What follows belongs to an exercise in optimizing a design on an open flow for a short achievable clock period and few clock cycles; a production flow would make more cautious choices.
In this exercise RTL edits were held to simulation tests only and were not proved equivalent to the original.
Power figures rest on the tool's default switching activity, not on a simulated workload.

Design mipsCpu, start of the top module:
module mipsCpu
#(
    parameter logic [31:0] resetAddress = 32'hBFC00000
) (
    input  logic        clk,
    input  logic        reset,
    output logic [31:0] instrAddr,
    input  logic [31:0] instr,
    output logic [31:0] dataAddr,
    output logic [31:0] dataWriteData,
    output logic        dataRead,
    output logic        dataWrite,
    input  logic [31:0] dataReadData
);
For scale: ~8600 cells after synthesis, about 1300 flip-flops, ~70000 um2 of cells after synthesis.
clock: 12.0 ns
lec_check: 0
abc_clock_period_in_ps: 4500
cap_margin: 20
core_margin: 2
core_utilization: 30
setup_slack_margin: 5
slew_margin: 20
run.sh (not shown) runs the stock make flow with config.mk's settings and CLKGATE_MAP_FILE= SYNTH_SCRIPT=/design/flow/synth_recipe.tcl, a recipe that flattens the netlist after the stock synthesis.
The starting point completed with no timing, DRC or antenna violations.
Testbench counts at the start, summed over its fixed seeds: cycles 58,741.
Change:
==> flow/flow/run.sh (new file) <==
#!/bin/bash
set -euo pipefail
MARGIN=${MARGIN:-7.5}
bash standard.sh synth > synth.log 2>&1
bash standard.sh SETUP_SLACK_MARGIN=$MARGIN finish > layout.log 2>&1
==> flow/standard.sh (new file) <==
#!/bin/bash
# synth_recipe.tcl (not shown) runs the flow's synth.tcl, then flattens the netlist and writes it again
# the make line also repeats each setting of config.mk as NAME=value (left out here)
make -C /OpenROAD-flow-scripts/flow DESIGN_CONFIG=/design/flow/config.mk WORK_HOME=/design/flow/orfs CLKGATE_MAP_FILE= SYNTH_SCRIPT=/design/flow/synth_recipe.tcl "${@:-finish}"
removed: flow/run.sh
Effect: The changed run ran to the end with no violations; non-clock buffer count goes up by 334; routed wire length came out higher by 7.7%; power increases by 5.8%; global-route usage went up by 1.7 points; utilization climbs by 3.5 points; via count went up by 3.8%; flip-flop and latch count stays the same.

mipsCpu, a different RTL version from the one above (not shown whole).
For scale: ~8900 cells after synthesis, ~160 I/O pins.
## mipsCpu
module mipsCpu
#(
    parameter logic [31:0] resetAddress = 32'hBFC00000
) (
    input  logic        clk,
    input  logic        reset,
    output logic [31:0] instrAddr,
    input  logic [31:0] instr,
    output logic [31:0] dataAddr,
    output logic [31:0] dataWriteData,
    output logic        dataRead,
    output logic        dataWrite,
    input  logic [31:0] dataReadData
);
    logic resetQ;
    always_ff @(posedge clk) resetQ <= reset;
    logic [31:0] pcF;
    logic [4:0]  rsF;
    logic [4:0]  rtF;
    logic        bImmF;
    logic [31:0] immF;
    logic        selArithF, selLogicF, selShiftF, selSltF, selSltuF, selLinkF;
    logic        isSubF;
    logic [1:0]  logicOpF;
    logic        shLeftF, shArithF, shVarF;
    logic        regWriteF;
    logic [4:0]  dstF;
    logic        isLoadF, isStoreF;
    logic        brEqF, brNeF, brLezF, brGtzF, brLtzF, brGezF, isJF, isJrF;
    assign rsF = instr[25:21];
    assign rtF = instr[20:16];
    mipsControl mipsControl_i (
        .instr    (instr),
        .bImm     (bImmF),
        .immVal   (immF),
        .selArith (selArithF),
        .selLogic (selLogicF),
        .selShift (selShiftF),
        .selSlt   (selSltF),
        .selSltu  (selSltuF),
        .selLink  (selLinkF),
        .isSub    (isSubF),
        .logicOp  (logicOpF),
        .shLeft   (shLeftF),
  ...
export LEC_CHECK = 0
export ABC_CLOCK_PERIOD_IN_PS = 4500
export CAP_MARGIN = 20
export CORE_MARGIN = 2
export CORE_UTILIZATION = 45
export SETUP_SLACK_MARGIN = 5
export SLEW_MARGIN = 20
create_clock -name core_clock -period 12.0 [get_ports {clk}]
standard.sh (not shown) runs the stock make flow with config.mk's settings and CLKGATE_MAP_FILE= SYNTH_SCRIPT=/design/flow/synth_recipe.tcl, a recipe that flattens the netlist after the stock synthesis.
==> flow/flow/run.sh <==
#!/bin/bash
set -euo pipefail
MARGIN=${MARGIN:-7.5}
bash standard.sh synth > synth.log 2>&1
bash standard.sh SETUP_SLACK_MARGIN=$MARGIN finish > layout.log 2>&1
The first run produced a clean layout.
Testbench counts at the start, summed over its fixed seeds: cycles 58,762.
Edit:
--- a/flow/config.mk
+++ b/flow/config.mk
@@ -9,5 +9,5 @@
 export CAP_MARGIN = 20
 export CORE_MARGIN = 2
-export CORE_UTILIZATION = 45
+export CORE_UTILIZATION = 30
 export SETUP_SLACK_MARGIN = 5
 export SLEW_MARGIN = 20
After rerunning: Combinational power went up by about 6%; global-route usage went down by 14 points; power went up by 1.3%; worst hold slack improves by 0.0061 ns; cell count went up by 10%; area after synthesis stays the same; die area went up by 49%; clock skew went down by 0.0082 ns.

static timing again, ports no longer ideal:
The results above use ideal ports. As a check the final layouts listed here were re-extracted and re-timed, cells and wires unchanged.
Step 1 sets driving cells, clkbuf_16 on the clock port and buf_2 on the other inputs (assumed; they add their load-dependent delay and slew).
Step 2 adds t to the input delays and takes it off the output delays; t is the mean of the earliest and latest rising clock arrival at the registers after step 1. Input paths then give back, and output paths get back, about the clock's delay inside the block.
Slacks: no drivers / after step 1 / after step 2; pairs: no drivers / after step 1.
| run | shift t [ns] | setup WS [ns] | worst setup path after step 2 |
|---|---|---|---|
| the first run of note 1 | 0.879 | 5.376 / 5.408 / 4.529 | input to register |
| the second run of note 1 | 0.887 | 6.797 / 6.756 / 6.157 | input to register |
| the first run of note 2 | 0.883 | 6.895 / 6.857 / 6.146 | input to register |
| the second run of note 2 | 0.901 | 6.907 / 6.869 / 6.265 | input to register |
After both steps setup and hold are still met in every run listed. For the first run of note 1, which loses most, drivers alone change the setup slack by +0.032 ns; drivers and shift together by -0.847 ns.
